From an optimization exercise on the open Yosys and OpenROAD flow, aimed at small area; shortcuts taken in it are not production practice. The RTL was checked by simulation tests, not by an equivalence proof against the original design. Power is estimated from default activity; no workload was simulated.

==> design/flow/design.v <==
module register_file_mp #(
   parameter int XLEN      = 32,
   parameter int NREGS     = 32,
   parameter int NUM_RD    = 2,
   parameter int NUM_WR    = 1,
   parameter int ZERO_REG0 = 1
) (
   input  logic                           clock,
   input  logic                           reset_n,
   input  logic [NUM_RD*$clog2(NREGS)-1:0] rd_addr,
   output logic [NUM_RD*XLEN-1:0]          rd_data,
   output logic [NUM_RD-1:0]               rd_busy,
   input  logic [NUM_WR-1:0]               wr_en,
   input  logic [NUM_WR*$clog2(NREGS)-1:0] wr_addr,
   input  logic [NUM_WR*XLEN-1:0]          wr_data,
   input  logic                           claim_en,
   input  logic [$clog2(NREGS)-1:0]        claim_addr,
   output logic [NREGS-1:0]               busy_vec
);
   localparam int AW     = $clog2(NREGS);
   localparam bit P_ZERO = (ZERO_REG0 != 0);
   logic [XLEN-1:0]        r_mem [NREGS];
   logic [NREGS-1:0]       r_busy;
   logic [NREGS-1:0]       w_busy_nxt;
   logic [NUM_RD*XLEN-1:0] w_rd_data;
   logic [NUM_RD-1:0]      w_rd_busy;
   logic [AW-1:0]          w_addr;
   logic [AW-1:0]          w_waddr;
   logic [XLEN-1:0]        w_data;
   logic                   w_busy;
   logic                   w_hit;
   always_ff @(posedge clock or negedge reset_n) begin
      if (!reset_n) begin
         for (int r = 0; r < NREGS; r++) begin
            r_mem[r] <= '0;
         end
      end else begin
         for (int j = 0; j < NUM_WR; j++) begin
            if (wr_en[j] && !(P_ZERO && (wr_addr[j*AW +: AW] == '0))) begin
               r_mem[wr_addr[j*AW +: AW]] <= wr_data[j*XLEN +: XLEN];
            end
         end
      end
   end
   always_comb begin
      w_busy_nxt = r_busy;
      w_waddr    = '0;
      for (int j = 0; j < NUM_WR; j++) begin
         w_waddr = wr_addr[j*AW +: AW];
         if (wr_en[j]) begin
            w_busy_nxt[w_waddr] = 1'b0;
         end
      end
      if (claim_en) begin
         w_busy_nxt[claim_addr] = 1'b1;
      end
      if (P_ZERO) begin
         w_busy_nxt[0] = 1'b0;
      end
   end
   always_ff @(posedge clock or negedge reset_n) begin
      if (!reset_n) begin
         r_busy <= '0;
      end else begin
         r_busy <= w_busy_nxt;
      end
   end
   always_comb begin
      w_rd_data = '0;
      w_rd_busy = '0;
      w_addr    = '0;
      w_data    = '0;
      w_busy    = 1'b0;
      w_hit     = 1'b0;
      for (int i = 0; i < NUM_RD; i++) begin
         w_addr = rd_addr[i*AW +: AW];
         w_data = r_mem[w_addr];
         w_busy = r_busy[w_addr];
         w_hit  = 1'b0;
         for (int j = 0; j < NUM_WR; j++) begin
            if (wr_en[j] && (wr_addr[j*AW +: AW] == w_addr)) begin
               w_hit  = 1'b1;
               w_data = wr_data[j*XLEN +: XLEN];
            end
         end
         if (w_hit && !(claim_en && (claim_addr == w_addr))) begin
            w_busy = 1'b0;
         end
         if ((P_ZERO && (w_addr == '0)) || !reset_n) begin
            w_data = '0;
            w_busy = 1'b0;
         end
         w_rd_data[i*XLEN +: XLEN] = w_data;
         w_rd_busy[i]              = w_busy;
      end
   end
   assign rd_data  = w_rd_data;
   assign rd_busy  = w_rd_busy;
   assign busy_vec = r_busy;
endmodule
module register_file_mp_top (
   input  logic        clock,
   input  logic        reset_n,
   input  logic [7:0]  rd_addr,
   output logic [63:0] rd_data,
   output logic [1:0]  rd_busy,
   input  logic [1:0]  wr_en,
   input  logic [7:0]  wr_addr,
   input  logic [63:0] wr_data,
   input  logic        claim_en,
   input  logic [3:0]  claim_addr,
   output logic [15:0] busy_vec
);
   register_file_mp #(
      .XLEN(32), .NREGS(16), .NUM_RD(2), .NUM_WR(2), .ZERO_REG0(1)
   ) u_rf (
      .clock      (clock),
      .reset_n    (reset_n),
      .rd_addr    (rd_addr),
      .rd_data    (rd_data),
      .rd_busy    (rd_busy),
      .wr_en      (wr_en),
      .wr_addr    (wr_addr),
      .wr_data    (wr_data),
      .claim_en   (claim_en),
      .claim_addr (claim_addr),
      .busy_vec   (busy_vec)
   );
endmodule
==> design/flow/run.sh <==
#!/bin/bash
# synth_recipe.tcl (not shown) runs the flow's synth.tcl, then flattens the netlist and writes it again
# the make line also repeats each setting of config.mk as NAME=value (left out here)
make -C /OpenROAD-flow-scripts/flow DESIGN_CONFIG=/design/flow/config.mk WORK_HOME=/design/flow/orfs CLKGATE_MAP_FILE= SYNTH_SCRIPT=/design/flow/synth_recipe.tcl finish
==> design/flow/config.mk <==
export PLATFORM = sky130hd
export DESIGN_NAME = register_file_mp_top
export DESIGN_NICKNAME = register_file_mp_top
export VERILOG_FILES = /design/flow/design.v
export SDC_FILE = /design/flow/constraint.sdc
export NUM_CORES = 4
export LEC_CHECK = 0
export CAP_MARGIN = 20
export CORE_MARGIN = 2
export CORE_UTILIZATION = 40
export SLEW_MARGIN = 20
==> design/flow/constraint.sdc <==
create_clock -name core_clock -period 6.0 [get_ports {clock}]
set_input_delay 1.2000 -clock core_clock [delete_from_list [all_inputs] [get_ports {clock}]]
set_output_delay 1.2000 -clock core_clock [all_outputs]
set_load 0.01 [all_outputs]
==> results of run 1 <==
## per-stage QoR
| stage | total power, W | hold WS [ps] |
|---|---|---|
| 6_report | 0.0124 | 414 |
| 3_3_place_gp | 0.00825 | 532 |
| 2_1_floorplan | 0.00681 | 546 |
| 3_5_place_dp | 0.00831 | 537 |
| 5_1_grt | 0.0128 | 447 |
| 4_1_cts | 0.0122 | 425 |
## power breakdown
group	total (W)	internal (W)	leakage, nW	switching (W)
Clock	0.00399	0.00233	1.02	0.00166
Sequential	0.00524	0.00422	5.79	0.00103
Combinational	0.00322	0.00146	11.3	0.00176
## worst paths after layout
check | start | endpoint | slack (ps) | cells after the start
max | wr_addr[4] | rd_data[0] | 120 | 8
min | reset_n | u_rf.r_mem[2][3] | 410 | 1
max reg2reg | u_rf.r_mem[11][11] | u_rf.r_mem[11][11] | 5090 | 2
min reg2reg | u_rf.r_busy[9] | u_rf.r_busy[9] | 550 | 1
max in group asynchronous | reset_n | u_rf.r_mem[11][23] | 3290 | 3
min in group core_clock | u_rf.r_busy[9] | u_rf.r_busy[9] | 550 | 1
## state kept, by name, indices dropped and copies added (netlist names)
signal       cells
u_rf.r_mem     480
u_rf.r_busy     15
## logic make-up (layout without fill, tap and decap cells)
family	count (synthesis)	in the layout	synth area share (%)
adders and majority gates	14	14	0.530
buffers and inverters	459	554	6.28
muxes	645	645	20.3
other	1	14	0.0113
AOI/OAI and AO/OA	1184	1184	23.3
DFF	495	495	37.5
and+or+nand+nor	893	893	11.4
xor gates and xnor gates	26	26	0.689
## routing by layer
| metal | wire length, µm | track usage [%] |
|---|---|---|
| met1 | 67300 | 53.2 |
| met2 | 71700 | 57.2 |
| met3 | 26000 | 15.0 |
| met4 | 15300 | 27.8 |
| met5 | 138 | 0 |
## layout by cell type (no fill, tap or decap), drive strengths merged, types with 19 or more instances in the layout
| cell | Yosys | final |
|---|---|---|
| clkdlybuf4s50 | 0 | 160 |
| dfrtp | 495 | 495 |
| nor2b | 27 | 27 |
| o221ai | 69 | 69 |
| o21ai | 141 | 141 |
| mux2i | 582 | 582 |
| a221oi | 66 | 66 |
| o22ai | 57 | 57 |
| a22o | 66 | 66 |
| a32oi | 31 | 31 |
| nor3 | 35 | 35 |
| xor2 | 19 | 19 |
| clkbuf | 253 | 83 |
| a22oi | 161 | 161 |
| nand3 | 35 | 35 |
| inv | 14 | 19 |
| buf | 192 | 270 |
| mux2 | 47 | 47 |
| nand2 | 184 | 184 |
| nor2 | 531 | 531 |
| a21oi | 471 | 471 |
| a31oi | 25 | 25 |
| and2 | 21 | 21 |
## cell type report
type	count	area (µm²)
Sequential cell	495	12400
Multi-Input combinational cell	2763	18900
Clock inverter	27	367
Clock buffer	83	1740
Fill cell	7949	43300
Inverter	14	52.6
Tap cell	1070	1340
Timing Repair Buffer	430	3870
Antenna cell	13	32.5
==> metrics.md, run 1 <==
| Metric | Value |
|---|---|
| TritonCTS buffer count | `60` |
| DRC viols | `0` |
| Starting Density | `40.3%` |
| Non-filler cells, final | `4895` |
| Setup TNS | `0 ps` |
| H-tree depth | `2` |
| # setup viols final | `0` |
| Worst IR Drop VDD | `261 µV` |
| Overall Global Routing Usage | `41.2%` |
| Clk slew on worst S/H paths | `roughly 60 ps` |
| Final Critical Period | `5880 ps` |
| Power per Cell Area | `322 mW/mm²` |
| Worst setup path category | `in -> out` |
| Seq cells post-synth | `495` |
| Slew @ Worst Pin | `1250 ps` |
| Post-CTS Setup Inserts | `0` |
| DP Wirelength | `117 mm` |
| Die Y-Extent | `291 µm` |
| Area leader, netlist | `dfrtp_1` |
| YS warnings | `2` |
| Clock skew | `0 ps` |
| Hold_buf cts | `0` |
| Die X | `291 µm` |
| Pleak | `18.1 nW` |
| Via/cell ratio | `7.02` |
| Post-synth top flop | `dfrtp_1` |
| WL final | `180 mm` |
| Worst rel slew slack | `16.4%` |
| Post-synth EDFFs | `0` |
| Antenna Nets Post-Route | `0` |
| Most frequent cell after synthesis | `mux2i_1` |
| Async SR Flop Fraction | `100%` |
| Leading cell types by count after synthesis | `mux2i_1 (582), nor2_1 (526), dfrtp_1 (495)` |
| Critical path's top delay family | `buffers and inverters` |
| DR vias | `34400` |
| Mapped Nets | `about 3800` |
| PnR worst setup slack | `125 ps` |
| Port bufs | `about 170` |
| CP Cell Sequence | `clkdlybuf4s50_1 -> xor2_1 -> nor3_1 -> nand3_2 -> buf_4 -> and2_1 -> a31oi_1 -> clkdlybuf4s50_1` |
| Period utilization | `97.9%` |
| Sequential share of the synthesized area | `37.5%` |
| Crit path buf inv count | `3` |
| Unique cell type count in the Yosys netlist | `73` |
| # resized after CTS | `0` |
| Fmax | `170 MHz` |
| Worst path max stage delay | `1030 ps` |
| TritonCTS Sinks | `495` |
| Wire per inst | `roughly 37 µm` |
| DP Area | `0.0365 mm²` |
| Clock Tree Buf Depth | `3` |
| Placed cell count | `between 4000 and 5000` |
| Pre-CTS setup slack | `around 440 ps` |
| Status | `timing/DRC/antenna clean` |
| Top cell type's share of synthesized area | `between 30 and 40%` |
| Critical Path AT | `4680 ps` |
| Req. time, crit path | `4800 ps` |
| Starting DRT DRC Count | `5971` |
| Most used cell along the critical path | `clkdlybuf4s50_1` |
| Final slew viol count | `0` |
| FP Rows | `105` |
| Worst skew pair latency | `approximately 640 ps` |
| Root Driver | `clkbuf_16` |
| Vias in the first global route | `31500` |
| NumNets Final | `between 3000 and 4000` |
| CTS tree | `built` |
| Post-route cell area | `0.0387 mm²` |
| Largest net degree at the start of global routing | `77` |
| CP max FO | `19` |
| Crit path capture type | `primary output` |
| Worst hold path type | `in -> async` |
| Post-Synthesis Cells | `roughly 3700` |
| First-pass GRT wire length | `250 mm` |
| Overflow after GRT | `0` |
| Die Area | `~0.085 mm²` |
| IO Pins | `171` |
| Layout cells sized above 1 | `13.1%` |
| Initial DRT Pass Iterations | `7` |
| Fin util | `47.2%` |
| Initial antenna violation count | `20` |
| Final hold violations | `0` |
| Core box area | `between 0.08 and 0.09 mm²` |
| Post-Synthesis Cell Area | `0.0330 mm²` |
| RSZ-0062 raised after global routing | `false` |
| Area grow syn2layout | `17.1%` |
| Crit path launch type | `primary input` |
| Syn Area/Cell | `8.89 µm²` |
| Slowest cell on crit path | `and2_1` |
| Max cap viols | `0` |
| Main area contributors after synthesis | `dfrtp_1 (37%), mux2i_1 (18%), a21oi_1 (7.1%)` |
| Final GP Congestion | `1.03` |
==> inputs of run 2 (changes only) <==
==> design/flow/design.v (replaced) <==
module rf_aoi222 (
   input  logic a1, a2, b1, b2, c1, c2,
   output logic y
);
   assign y = ~((a1 & a2) | (b1 & b2) | (c1 & c2));
endmodule
module rf_nand5 (
   input  logic [4:0] u,
   output logic       y
);
   assign y = ~&u;
endmodule
module register_file_mp_top (
   input  logic        clock,
   input  logic        reset_n,
   input  logic [7:0]  rd_addr,
   output logic [63:0] rd_data,
   output logic [1:0]  rd_busy,
   input  logic [1:0]  wr_en,
   input  logic [7:0]  wr_addr,
   input  logic [63:0] wr_data,
   input  logic        claim_en,
   input  logic [3:0]  claim_addr,
   output logic [15:0] busy_vec
);
   logic        valid;
   logic [31:0] r_mem [1:15];
   logic [31:0] w_n   [1:15];    
   logic [31:0] w_d   [1:15];    
   logic [15:1] r_busy;
   logic [15:1] w_hit1, w_hit0, w_s0, w_hold, w_claim, w_rbusy;
   logic [15:1] w_sel0, w_sel1;    
   always_ff @(posedge clock or negedge reset_n) begin
      if (!reset_n) valid <= 1'b0;
      else          valid <= 1'b1;
   end
   for (genvar r = 1; r < 16; r++) begin : g_reg
      assign w_hit1[r]  = wr_en[1] && (wr_addr[7:4] == 4'(r));
      assign w_hit0[r]  = wr_en[0] && (wr_addr[3:0] == 4'(r));
      assign w_s0[r]    = w_hit0[r] & ~w_hit1[r];
      assign w_hold[r]  = ~(w_hit0[r] | w_hit1[r]) & valid;
      assign w_claim[r] = claim_en && (claim_addr == 4'(r));
      for (genvar b = 0; b < 32; b++) begin : g_bit
         rf_aoi222 u_nxt (
            .a1(w_hit1[r]), .a2(wr_data[32+b]),
            .b1(w_s0[r]),   .b2(wr_data[b]),
            .c1(w_hold[r]), .c2(r_mem[r][b]),
            .y (w_n[r][b])
         );
      end
      assign w_d[r] = ~w_n[r];
      always_ff @(posedge clock) begin
         r_mem[r] <= w_d[r];
      end
      always_ff @(posedge clock or negedge reset_n) begin
         if (!reset_n) r_busy[r] <= 1'b0;
         else          r_busy[r] <= w_claim[r] | (r_busy[r] & ~(w_hit0[r] | w_hit1[r]));
      end
      assign w_rbusy[r] = r_busy[r] & (~(w_hit0[r] | w_hit1[r]) | w_claim[r]);
      assign w_sel0[r] = reset_n && (rd_addr[3:0] == 4'(r));
      assign w_sel1[r] = reset_n && (rd_addr[7:4] == 4'(r));
   end
   for (genvar i = 0; i < 2; i++) begin : g_rd
      logic [15:1] sel;
      assign sel = (i == 0) ? w_sel0 : w_sel1;
      for (genvar b = 0; b < 32; b++) begin : g_bit
         logic [4:0] u;
         for (genvar k = 0; k < 5; k++) begin : g_grp
            rf_aoi222 u_g (
               .a1(sel[3*k+1]), .a2(w_d[3*k+1][b]),
               .b1(sel[3*k+2]), .b2(w_d[3*k+2][b]),
               .c1(sel[3*k+3]), .c2(w_d[3*k+3][b]),
               .y (u[k])
            );
         end
         rf_nand5 u_o (.u(u), .y(rd_data[32*i+b]));
      end
   end
   always_comb begin
      rd_busy = '0;
      for (int r = 1; r < 16; r++) begin
         rd_busy[0] = rd_busy[0] | (w_sel0[r] & w_rbusy[r]);
         rd_busy[1] = rd_busy[1] | (w_sel1[r] & w_rbusy[r]);
      end
   end
   assign busy_vec = {r_busy, 1'b0};
endmodule
==> design/flow/flow/run.sh (new file) <==
#!/bin/bash
# The standard layout, with the port buffers made of the smallest plain buffer (buf_1) instead of
# the cell buffer_ports picks by default (a clkdlybuf4s50_1 delay cell). Every port still gets
# one buffer. The tool output goes to standard.log in the work folder.
set -euo pipefail
bash standard.sh "BUFFER_PORTS_ARGS=-buffer_cell sky130_fd_sc_hd__buf_1" finish > standard.log 2>&1
==> design/flow/standard.sh (new file) <==
#!/bin/bash
# synth_recipe.tcl (not shown) runs the flow's synth.tcl, then flattens the netlist and writes it again
# the make line also repeats each setting of config.mk as NAME=value (left out here)
make -C /OpenROAD-flow-scripts/flow DESIGN_CONFIG=/design/flow/config.mk WORK_HOME=/design/flow/orfs CLKGATE_MAP_FILE= SYNTH_SCRIPT=/design/flow/synth_recipe.tcl "${@:-finish}"
--- a/design/flow/config.mk
+++ b/design/flow/config.mk
@@ -8,4 +8,8 @@
 export CAP_MARGIN = 20
 export CORE_MARGIN = 2
 export CORE_UTILIZATION = 40
+export CTS_CLUSTER_DIAMETER = 80
+export CTS_CLUSTER_SIZE = 30
 export SLEW_MARGIN = 20
+export SYNTH_HIERARCHICAL = 1
+export SYNTH_MINIMUM_KEEP_SIZE = 0
removed: design/flow/run.sh
==> run 2 against run 1 <==
Worst hold slack gained 88 ps. Synthesized cell count shrank 42%. Sequential share of layout area grew 7.2 points. Critical path type unchanged. Highest routed layer unchanged.
==> metrics.md, run 2 <==
| Metric | Value |
|---|---|
| Final slew viol count | `0` |
| Area grow syn2layout | `17.1%` |
| Period utilization | `91.3%` |
| Worst skew pair latency | `650 ps` |
| Post-synth top flop | `dfxtp_1` |
| Vias in the first global route | `24000` |
| Die Y-Extent | `237 µm` |
| Final GP Congestion | `0.918` |
| Overflow after GRT | `0` |
| Final hold violations | `0` |
| Starting Density | `between 40% and 50%` |
| Fin util | `47.4%` |
| TritonCTS buffer count | `28` |
| Max FFs per register | `480` |
| Biggest register | `r_mem` |
| # resized after CTS | `0` |
| # setup viols final | `0` |
| Core box area | `0.0538 mm²` |
| Worst hold path type | `reg -> reg` |
| Async SR Flop Fraction | `under 10%` |
| Die Area | `0.0564 mm²` |
| IO Pins | `171` |
| Hold_buf cts | `0` |
| Clock skew | `19.6 ps` |
| Largest net degree at the start of global routing | `34` |
| Crit path launch type | `primary input` |
| Mapped Nets | `2227` |
| Req. time, crit path | `approximately 4800 ps` |
| H-tree depth | `1` |
| DP Wirelength | `60.5 mm` |
| Sequential share of the synthesized area | `around 46%` |
| Worst setup path category | `in -> out` |
| Post-route cell area | `0.0255 mm²` |
| WL final | `107 mm` |
| Antenna Nets Post-Route | `0` |
| DRC viols | `0` |
| NumNets Final | `2510` |
| Clock Tree Buf Depth | `3` |
| Critical Path AT | `4280 ps` |
| Post-CTS Setup Inserts | `0` |
| Crit path capture type | `primary output` |
| Layout cells sized above 1 | `9.09%` |
| Antenna Cells | `0` |
| Power per Cell Area | `approximately 260 mW/mm²` |
| Die X | `between 200 and 250 µm` |
| Filler Cells Inserted | `5080` |
| Syn Area/Cell | `10.2 µm²` |
| Sequential Area | `0.0100 mm²` |
| Worst IR Drop VDD | `between 200 and 250 µV` |
| Pre-CTS setup slack | `609 ps` |
| Clk slew on worst S/H paths | `100 ps` |
| Starting DRT DRC Count | `7569` |
| Post-Synthesis Cell Area | `0.0218 mm²` |
| Initial DRT Pass Iterations | `14` |
| Post-synth EDFFs | `0` |
| DP Area | `between 0.02 and 0.025 mm²` |
| Unique cell type count in the Yosys netlist | `44` |
| Via/cell ratio | `7.87` |
| Port bufs | `169` |
| Area leader, netlist | `dfxtp_1` |
| YS warnings | `12` |
| Main area contributors after synthesis | `dfxtp_1 (44%), a222oi_1 (37%), inv_1 (8.4%)` |
| Worst rel slew slack | `between 10% and 20%` |
| Pleak | `around 12 nW` |
| DR vias | `approximately 25000` |
| CTS tree | `built` |
| Setup TNS | `0 ps` |
| PnR worst setup slack | `520 ps` |
| Slew @ Worst Pin | `~1200 ps` |
| CP max FO | `32` |
| FP Rows | `85` |
| Initial antenna violation count | `1` |
| Most common cell after layout, fill and taps aside | `a222oi_1` |
| Seq cells post-synth | `496` |
| Post-Synthesis Cells | `2138` |
| Largest registers | `r_mem: 480 flops, r_busy: 15 flops, valid: 1 flops` |
| Multi-input logic area | `0.0104 mm²` |
| Max cap viols | `0` |
| Overall Global Routing Usage | `36.3%` |
| Root Driver | `clkbuf_16` |
| Leading cell types by count after synthesis | `a222oi_1 (800), inv_1 (487), dfxtp_1 (480)` |
| Wire per inst | `34.2 µm` |
| First-pass GRT wire length | `around 160 mm` |
| Status | `timing/DRC/antenna clean` |
| Most frequent cell after synthesis | `a222oi_1` |
| TritonCTS Sinks | `496` |
| Most frequent cells in the layout | `a222oi_1 (800), inv_1 (487), dfxtp_1 (480), buf_1 (169), buf_4 (87)` |
| RSZ-0062 raised after global routing | `false` |
| Fmax | `approximately 180 MHz` |
| Top cell type's share of synthesized area | `44.1%` |
| Final Critical Period | `5480 ps` |
[run 2: power by group]
part           leakage, nW  switching (W)  internal, W
clock                0.494        0.00140     0.000989
combinational         7.18       0.000609     0.000205
sequential            4.10      0.0000604      0.00345
total                 11.8        0.00207      0.00464
[run 2: kinds of logic after synthesis]
| family | count (synthesis) | share of synthesized area (%) |
|---|---|---|
| compound gates | 847 | 38.1 |
| flops | 496 | 45.9 |
| buf+inv | 494 | 8.57 |
| simple gates | 299 | 7.33 |
| other cells | 2 | 0.0345 |
[run 2: through the flow]
step / cells / hold WS (ps) / power (W)
after detailed placement: 3087 / 475 / 0.00436
after global placement: 3087 / 466 / 0.00433
after global routing: 3139 / 518 / 0.00689
after floorplan: 2138 / 457 / 0.00394
final: 3139 / 502 / 0.00671
after CTS: 3139 / 500 / 0.00668
[run 2: layout make-up]
class / count / area share, %
sequential: 496 / 39.2
clock buffer: 29 / 2.84
tap: 696 / 3.41
clock inverter: 23 / 1.22
timing repair buffer: 260 / 5.36
multi-input combinational: 1148 / 40.8
inverter: 487 / 7.17
[run 2: final timing paths]
check                        startpoint            to  slack [ps]  cells after the start
min in group asynchronous       reset_n    r_busy[11]         800                      2
min reg2reg                r_mem[7][12]  r_mem[7][12]         500                      2
max reg2reg                       valid   r_mem[3][3]        3470                      5
max in group asynchronous       reset_n     r_busy[4]        4990                      2
max                          wr_addr[5]    rd_data[4]         520                     10
min                        r_mem[7][12]  r_mem[7][12]         500                      2
[run 2: critical path, cell delays in order]
cell and delay [ps]:
buf_1 380, nand2b_1 390, nor2_4 620, nor3_2 130, buf_12 240, a222oi_1 340, inv_1 140, a222oi_1 370
nand3_1 240, buf_1 190
[run 2: metal layers]
layer  track usage [%]  vias up  part of all wire (%)
met5                 0        -                 0.057
met4              19.6        2                   5.6
met3              8.99      438                    16
met2              55.7     2317                    43
met1              46.9    11900                    36
li1                  -    10000                     -
[run 2: per-module statistics from Yosys (local to each module, per instance)]
module	flip-flops and latches	cell area, µm²	cells inside	times used
register_file_mp_top	496	13100	1210	1
rf_nand5	0	11.3	2	64
rf_aoi222	0	10.0	1	800
==> inputs of run 3 (changes only) <==
==> design/flow/run.sh (new file) <==
#!/bin/bash
# synth_recipe.tcl (not shown) runs the flow's synth.tcl, then flattens the netlist and writes it again
# the make line also repeats each setting of config.mk as NAME=value (left out here)
make -C /OpenROAD-flow-scripts/flow DESIGN_CONFIG=/design/flow/config.mk WORK_HOME=/design/flow/orfs CLKGATE_MAP_FILE= SYNTH_SCRIPT=/design/flow/synth_recipe.tcl finish
--- a/design/flow/config.mk
+++ b/design/flow/config.mk
@@ -8,8 +8,6 @@
 export CAP_MARGIN = 20
 export CORE_MARGIN = 2
 export CORE_UTILIZATION = 40
-export CTS_CLUSTER_DIAMETER = 80
-export CTS_CLUSTER_SIZE = 30
 export SLEW_MARGIN = 20
 export SYNTH_HIERARCHICAL = 1
 export SYNTH_MINIMUM_KEEP_SIZE = 0
removed: design/flow/flow/run.sh
removed: design/flow/standard.sh
==> run 3 against run 2 <==
Still clean on timing, DRC and antenna. Clock skew fell by 7.2 ps. Total power up 16%. Non-clock buffer count grew 32. Final cell count grew 2.4%. Synthesized cell count unchanged. First-iteration DRC count is 1.7% higher. Synthesized area unchanged. Core utilization up 4.3 points. Worst hold slack got worse by 7.2 ps. Flip-flop and latch count did not move. Fmax is 7.0% lower. Wire length rose by 0.25%. Highest routed layer is now met4.
==> metrics.md, run 3 <==
| Metric | Value |
|---|---|
| Status | `timing/DRC/antenna clean` |
| DR WL met2 | `47.2 mm` |
| Critical Path AT | `4690 ps` |
| Max cap viols | `0` |
| TritonCTS Sinks | `~500` |
| Overall Global Routing Usage | `36.4%` |
| Post-Synthesis Cells | `2138` |
| Worst skew pair latency | `620 ps` |
| Crit path launch type | `primary input` |
| Combinational share of power | `11.8%` |
| Setup TNS | `0 ps` |
| Top cell type's share of synthesized area | `44.1%` |
| Post-synth EDFFs | `0` |
| Die Y-Extent | `237 µm` |
| Area grow syn2layout | `27.6%` |
| Syn Area/Cell | `slightly above 10 µm²` |
| DP Wirelength | `62.6 mm` |
| Crit path capture type | `primary output` |
| Worst hold path type | `reg -> reg` |
| Via/cell ratio | `7.76` |
| Clock Tree Buf Depth | `3` |
| Final GP Congestion | `about 0.89` |
| Period utilization | `98.2%` |
| Worst rel slew slack | `20.2%` |
| Worst setup path category | `in -> out` |
| Top Layer Used | `met4` |
| First-pass GRT wire length | `156 mm` |
| DRT met1 WL | `38.2 mm` |
| Max FFs per register | `480` |
| NumNets Final | `2568` |
| Post-CTS Setup Inserts | `0` |
| Non-filler cells, final | `roughly 3200` |
| DRC viols | `0` |
| Seq cells post-synth | `496` |
| RSZ-0062 raised after global routing | `false` |
| CP max FO | `29` |
| Initial antenna violation count | `1` |
| Root Driver | `clkbuf_16` |
| # setup viols final | `0` |
| CTS tree | `built` |
| Layout cells sized above 1 | `11.4%` |
| Area leader, netlist | `dfxtp_1` |
| Fmax | `170 MHz` |
| Pint | `0.00569 W` |
| Mapped Nets | `between 2000 and 2500` |
| Most frequent cell after synthesis | `a222oi_1` |
| H-tree depth | `2` |
| Switching power | `about 0.0021 W` |
| Worst R2R Setup Slack | `between 3000 and 4000 ps` |
| Slew @ Worst Pin | `1190 ps` |
| Placed cell count | `3116` |
| Most common cell after layout, fill and taps aside | `a222oi_1` |
| Biggest register | `r_mem` |
| Die X | `237 µm` |
| FP Rows | `85` |
| Initial DRT Pass Iterations | `14` |
| Final Critical Period | `just under 6000 ps` |
| Post-Synthesis Cell Area | `0.0218 mm²` |
| # resized after CTS | `0` |
| Clock power frac | `a little over two fifths` |
| Starting Density | `40.5%` |
| Post-synth top flop | `dfxtp_1` |
| Core box area | `0.0538 mm²` |
| Clock skew | `12.4 ps` |
| Vias in the first global route | `about 24000` |
| Pre-CTS setup slack | `around 45 ps` |
| Clk slew on worst S/H paths | `50 ps` |
| Sequential share of the synthesized area | `45.9%` |
| Wire per inst | `33.5 µm` |
| WL final | `108 mm` |
| Final slew viol count | `0` |
| Unique cell type count in the Yosys netlist | `44` |
| Largest net degree at the start of global routing | `35` |
| Req. time, crit path | `4800 ps` |
| Hold_buf cts | `0` |
| Reg power frac | `45.0%` |
| YS warnings | `12` |
| Worst IR Drop VDD | `252 µV` |
| Most frequent cells in the layout | `a222oi_1 (800), inv_1 (487), dfxtp_1 (480), clkdlybuf4s50_1 (169), buf_4 (102)` |
| Main area contributors after synthesis | `dfxtp_1 (44%), a222oi_1 (37%), inv_1 (8.4%)` |
| TritonCTS buffer count | `54` |
| Antenna Nets Post-Route | `0` |
| Final hold violations | `0` |
| IO Pins | `~170` |
| Leading cell types by count after synthesis | `a222oi_1 (800), inv_1 (487), dfxtp_1 (480)` |
| Power per Cell Area | `281 mW/mm²` |
| Die Area | `0.0564 mm²` |
| Pleak | `around 13 nW` |
| Port bufs | `around 170` |
| Largest registers | `r_mem: 480 flops, r_busy: 15 flops, valid: 1 flops` |
| Met3 wire length | `16.2 mm` |
| PnR worst setup slack | `109 ps` |
| Sw Ratio | `27.1%` |
| Overflow after GRT | `0` |
| Async SR Flop Fraction | `~3.2%` |
| DR vias | `24900` |
| Starting DRT DRC Count | `7699` |
==> run 3: cell types whose count changed in the layout (fill, tap and decap cells not counted), sizes merged <==
cell,before,now
bufinv,0,1
clkinvlp,3,0
clkdlybuf4s50,0,169
diode,0,1
inv,501,491
clkbuf,29,84
clkinv,6,5
buf,260,123
==> run 3: per-module statistics from Yosys, one instance, submodules excluded <==
module                area [µm²]  times used  flip-flops and latches  cells
register_file_mp_top       13100           1                     496   1210
rf_aoi222                   10.0         800                       0      1
rf_nand5                    11.3          64                       0      2
==> run 3: path summary, 6_finish.rpt <==
check                             start           end  depth (start not counted)
setup / recovery             wr_addr[1]    rd_data[5]                         11
hold / removal             r_mem[2][27]  r_mem[2][27]                          2
setup reg to reg                  valid   r_mem[5][3]                          5
hold reg to reg            r_mem[2][27]  r_mem[2][27]                          2
max in group asynchronous       reset_n    r_busy[15]                          2
min in group asynchronous       reset_n     r_busy[3]                          2
==> run 3: per-stage QoR <==
step	hold WS (ps)	utilization, %	instance area (µm²)	power (W)
finish	495	51.7	27800	0.00780
global route	514	51.7	27800	0.00798
CTS	490	51.5	27700	0.00776
detailed placement	476	48.2	25900	0.00446
global placement	466	48.1	25900	0.00443
floorplan	457	-	21800	0.00394
==> run 3: per-layer routing <==
metal | track usage [%] | up-vias
met5 | 0 | -
met4 | 20.5 | 0
met3 | 9.33 | 475
met2 | 56.8 | 2315
met1 | 45.9 | 12000
li1 | - | 10200
==> run 3: cells by family (layout without fill, tap and decap cells) <==
group / count (synthesis) / after routing / synth area share (%)
AND/OR/NAND/NOR: 299 / 299 / 7.33
flip-flops: 496 / 496 / 45.9
other: 2 / 3 / 0.0345
buffers and inverters: 494 / 873 / 8.57
AO/OA/AOI/OAI: 847 / 847 / 38.1
==> run 3: layout make-up <==
type,count,area (µm²)
tap,696,871
clock buffer,84,1650
sequential,496,10000
antenna,1,2.50
timing repair buffer,292,2900
inverter,487,1830
clock inverter,10,101
multi-input combinational,1148,10400
fill,4843,26000
==> run 3: power by group through the flow <==
stage,logic (W),clock network (W),registers [W]
5_1_grt,0.000962,0.00350,0.00352
3_3_place_gp,0.000855,0,0.00358
2_1_floorplan,0.000366,0,0.00357
3_5_place_dp,0.000880,0,0.00358
6_report,0.000924,0.00336,0.00351
4_1_cts,0.000883,0.00337,0.00351
==> run 3: critical path, cell delays in order <==
cell and delay (ps):
clkdlybuf4s50_1 510, nand2b_1 340, o22ai_1 240, nor2_4 920
buf_4 300, a222oi_1 90, inv_1 140, a222oi_1 70
and3_1 210, nand3_1 100, clkdlybuf4s50_1 550
==> inputs of run 4 (changes only) <==
==> design/flow/flow/run.sh (new file) <==
#!/bin/bash
# The standard layout with two changes to how it is made:
# - the port buffers are the smallest plain buffer (buf_1) instead of the cell buffer_ports picks
#   by default (a clkdlybuf4s50_1 delay cell); every port still gets one buffer;
# - after global routing's timing repair, ORFS's power recovery (RECOVER_POWER) downsizes gates
#   on paths that have slack to spare.
# The tool output goes to standard.log in the work folder.
set -euo pipefail
bash standard.sh "BUFFER_PORTS_ARGS=-buffer_cell sky130_fd_sc_hd__buf_1" RECOVER_POWER=100 finish > standard.log 2>&1
==> design/flow/standard.sh (new file) <==
#!/bin/bash
# synth_recipe.tcl (not shown) runs the flow's synth.tcl, then flattens the netlist and writes it again
# the make line also repeats each setting of config.mk as NAME=value (left out here)
make -C /OpenROAD-flow-scripts/flow DESIGN_CONFIG=/design/flow/config.mk WORK_HOME=/design/flow/orfs CLKGATE_MAP_FILE= SYNTH_SCRIPT=/design/flow/synth_recipe.tcl "${@:-finish}"
--- a/design/flow/config.mk
+++ b/design/flow/config.mk
@@ -8,6 +8,8 @@
 export CAP_MARGIN = 20
 export CORE_MARGIN = 2
 export CORE_UTILIZATION = 40
+export CTS_CLUSTER_DIAMETER = 80
+export CTS_CLUSTER_SIZE = 30
 export SLEW_MARGIN = 20
 export SYNTH_HIERARCHICAL = 1
 export SYNTH_MINIMUM_KEEP_SIZE = 0
removed: design/flow/run.sh
==> run 4 against run 3 <==
Non-clock buffer count shrank 32. Sequential power is essentially flat. Count of clock-buffer cells in the layout shrank 55. Flip-flop and latch count is the same. Clock power shrank 29%. Critical endpoint is now rd_data[50].
==> metrics.md, run 4 <==
| Metric | Value |
|---|---|
| Hold path depth | `2` |
| Fmax | `around 180 MHz` |
| Sequential share of the synthesized area | `45.9%` |
| IO Pins | `around 170` |
| Clock power frac | `35.7%` |
| Post-Synthesis Cell Area | `0.0218 mm²` |
| Worst R2R Setup Slack | `approximately 3500 ps` |
| Placed cell count | `3087` |
| Critical path's top delay family | `simple AND/OR/NAND/NOR gates` |
| Unique cell type count in the Yosys netlist | `44` |
| Top cell type's share of synthesized area | `44.1%` |
| Area leader, netlist | `dfxtp_1` |
| WL final | `107 mm` |
| Clock Tree Buf Depth | `3` |
| Crit path buf inv count | `4` |
| Layout cells sized above 1 | `around 8.5%` |
| Final slew viol count | `0` |
| Most common cell after layout, fill and taps aside | `a222oi_1` |
| Max cap viols | `0` |
| Worst IR Drop VDD | `202 µV` |
| CTS tree | `built` |
| TritonCTS Sinks | `496` |
| Most frequent cells in the layout | `a222oi_1 (800), inv_1 (487), dfxtp_1 (480), buf_1 (165), buf_4 (83)` |
| Pleak | `11.7 nW` |
| Hold_sp | `r_mem[7][12]` |
| Largest registers | `r_mem: 480 flops, r_busy: 15 flops, valid: 1 flops` |
| Clock skew | `18.5 ps` |
| Worst hold path type | `reg -> reg` |
| R2R cell count | `5` |
| CP max FO | `25` |
| Crit path capture type | `primary output` |
| Vias in the first global route | `between 20000 and 25000` |
| Post-synth top flop | `dfxtp_1` |
| Final Critical Period | `5710 ps` |
| YS warnings | `12` |
| Switching power | `0.00207 W` |
| Filler Cells Inserted | `5095` |
| Power per Cell Area | `264 mW/mm²` |
| Overflow after GRT | `0` |
| Req. time, crit path | `about 4800 ps` |
| Sequential Area | `0.0100 mm²` |
| Non-filler cells, final | `3139` |
| Starting DRT DRC Count | `7561` |
| Max FFs per register | `480` |
| Pint | `0.00464 W` |
| Most frequent cell after synthesis | `a222oi_1` |
| Starting Density | `roughly two fifths` |
| Sw Ratio | `30.9%` |
| Reg power frac | `52.2%` |
| DP Wirelength | `~60 mm` |
| Post-CTS Setup Inserts | `0` |
| Setup TNS | `0 ps` |
| Overall Global Routing Usage | `36.3%` |
| Die Y-Extent | `237 µm` |
| Port bufs | `169` |
| Die Area | `0.0564 mm²` |
| DR vias | `24700` |
| Largest net degree at the start of global routing | `34` |
| Antenna Cells | `0` |
| Antenna Nets Post-Route | `0` |
| Leading cell types by count after synthesis | `a222oi_1 (800), inv_1 (487), dfxtp_1 (480)` |
| RR Endpoint | `r_mem[3][18]` |
| Syn Area/Cell | `10.2 µm²` |
| Worst path max stage delay | `560 ps` |
| Final hold violations | `0` |
| # setup viols final | `0` |
| Seq cells post-synth | `496` |
| Final GP Congestion | `0.918` |
| Design Power | `0.00671 W` |
| Worst rel slew slack | `8.99%` |
| Biggest register | `r_mem` |
| Worst setup path category | `in -> out` |
| Slew @ Worst Pin | `between 1000 and 1500 ps` |
| Critical Path AT | `4510 ps` |
| Crit path launch type | `primary input` |
| Post-Synthesis Cells | `2138` |
| Root Driver | `clkbuf_16` |
| Core box area | `0.0538 mm²` |
| Period utilization | `approximately 95%` |
| Hold path endpoint | `r_mem[7][12]` |
| Async SR Flop Fraction | `under 10%` |
| Combinational share of power | `12.1%` |
| TritonCTS buffer count | `28` |
| Slowest cell on crit path | `or3b_1` |
| Die X | `237 µm` |
| FP Rows | `85` |
| Multi-input logic area | `0.0103 mm²` |
| Main area contributors after synthesis | `dfxtp_1 (44%), a222oi_1 (37%), inv_1 (8.4%)` |
| NumNets Final | `between 2000 and 3000` |
| Post-synth EDFFs | `0` |
| Area grow syn2layout | `16.6%` |
| Hold_buf cts | `0` |
| Worst skew pair latency | `640 ps` |
| Via/cell ratio | `approximately 7.9` |
| RSZ-0062 raised after global routing | `false` |
| Mapped Nets | `2227` |
| Initial DRT Pass Iterations | `13` |
| DRC viols | `0` |
| Reg2Reg Launch Point | `valid` |
| Clk slew on worst S/H paths | `100 ps` |
| Status | `timing/DRC/antenna clean` |
| # resized after CTS | `0` |
| Initial antenna violation count | `1` |
| First-pass GRT wire length | `155 mm` |
| Wire per inst | `around 34 µm` |
| CP Cell Sequence | `buf_1 -> or3b_1 -> o22ai_1 -> nor2_4 -> buf_4 -> a222oi_1 -> inv_1 -> a222oi_1 -> and3_1 -> nand3_1 -> buf_1` |
| H-tree depth | `1` |
## run 4: cell counts after synthesis
No cell type changed its count.
## run 4: cell families (layout without fill, tap and decap cells)
family          Yosys count  after routing  synth area share (%)
buf+inv                 494            799                  8.57
compound gates          847            847                  38.1
other cells               2              2                0.0345
flops                   496            496                  45.9
simple gates            299            299                  7.33
## run 4: cell type report
cell class                      count  share of cell area (%)
Timing Repair Buffer              260                    5.32
Clock buffer                       29                    2.85
Inverter                          487                    7.19
Clock inverter                     23                    1.23
Sequential cell                   496                    39.4
Multi-Input combinational cell   1148                    40.6
Tap cell                          696                    3.43
## run 4: routing by layer
metal / part of all wire (%) / wire [µm] / global-route usage (%)
met1: 35 / 38100 / 46.9
met2: 43 / 46200 / 55.7
met3: 16 / 16900 / 8.99
met4: 5.7 / 6110 / 19.6
met5: 0.057 / 61 / 0
## run 4: worst max path at each step
stage | from | to | cells past startpoint
floorplan | reset_n | rd_data[32] | 5
global placement | wr_addr[5] | rd_data[62] | 11
detailed placement | wr_addr[5] | rd_data[62] | 11
CTS | wr_addr[5] | rd_data[11] | 11
global route | wr_en[0] | rd_data[30] | 11
finish | wr_en[0] | rd_data[50] | 11
## run 4: power by group through the flow
| stage | clock network (W) | logic (W) | registers, W |
|---|---|---|---|
| floorplan | 0 | 0.000366 | 0.00357 |
| global placement | 0 | 0.000754 | 0.00357 |
| detailed placement | 0 | 0.000775 | 0.00358 |
| CTS | 0.00240 | 0.000777 | 0.00350 |
| global route | 0.00252 | 0.000845 | 0.00352 |
| finish | 0.00240 | 0.000809 | 0.00351 |
## run 4: tightest hold or removal path: stages (launching register included)
cell,delay (ps)
dfxtp_1,320
a222oi_1,70
inv_1,80
## run 4: per-module statistics from Yosys, one instance, submodules excluded
module                area, µm²  cells inside  times used
register_file_mp_top      13100          1210           1
rf_aoi222                  10.0             1         800
rf_nand5                   11.3             2          64
## run 4: metrics by stage
stage | worst slack, ps | area, µm² | utilization, % | hold WS [ps]
3_3_place_gp | 683 | 24500 | 45.5 | 466
3_5_place_dp | 609 | 24500 | 45.5 | 475
4_1_cts | 614 | 25500 | 47.4 | 500
6_report | 294 | 25400 | 47.2 | 502
5_1_grt | 189 | 25400 | 47.2 | 518
2_1_floorplan | 39.8 | 21800 | - | 457

afterwards: timing with drivers on the ports:
No port has a modelled driver above. Below, the same layouts with a new extraction and two added sets of constraints.
Step 1 sets driving cells, clkbuf_16 on the clock port and buf_2 on the other inputs (assumed; they add their load-dependent delay and slew).
Step 2, shift: input delay + t, output delay - t, t = (earliest + latest rising clock arrival at the registers) / 2. This alone moves slack from input paths to output paths.
Three values: ideal ports, drivers, drivers and shift; two values: the first two.
| run | t (ns) | slack for setup (ns) | latest minus earliest clock arrival (ns) | worst register clock-pin slew, ns |
|---|---|---|---|---|
| run 1 | 0.726 | 0.125 / 0.096 / 0.096 | 0.028 / 0.027 | 0.07 / 0.07 |
| run 2 | 0.690 | 0.520 / 0.488 / 0.488 | 0.038 / 0.038 | 0.12 / 0.12 |
| run 3 | 0.682 | 0.109 / 0.081 / 0.081 | 0.019 / 0.019 | 0.07 / 0.07 |
| run 4 | 0.688 | 0.294 / 0.261 / 0.261 | 0.034 / 0.034 | 0.12 / 0.12 |
After both steps setup and hold are still met in every run listed. The setup slack of run 4, which loses most, moves by -0.033 ns with the drivers and by -0.033 ns with both steps.
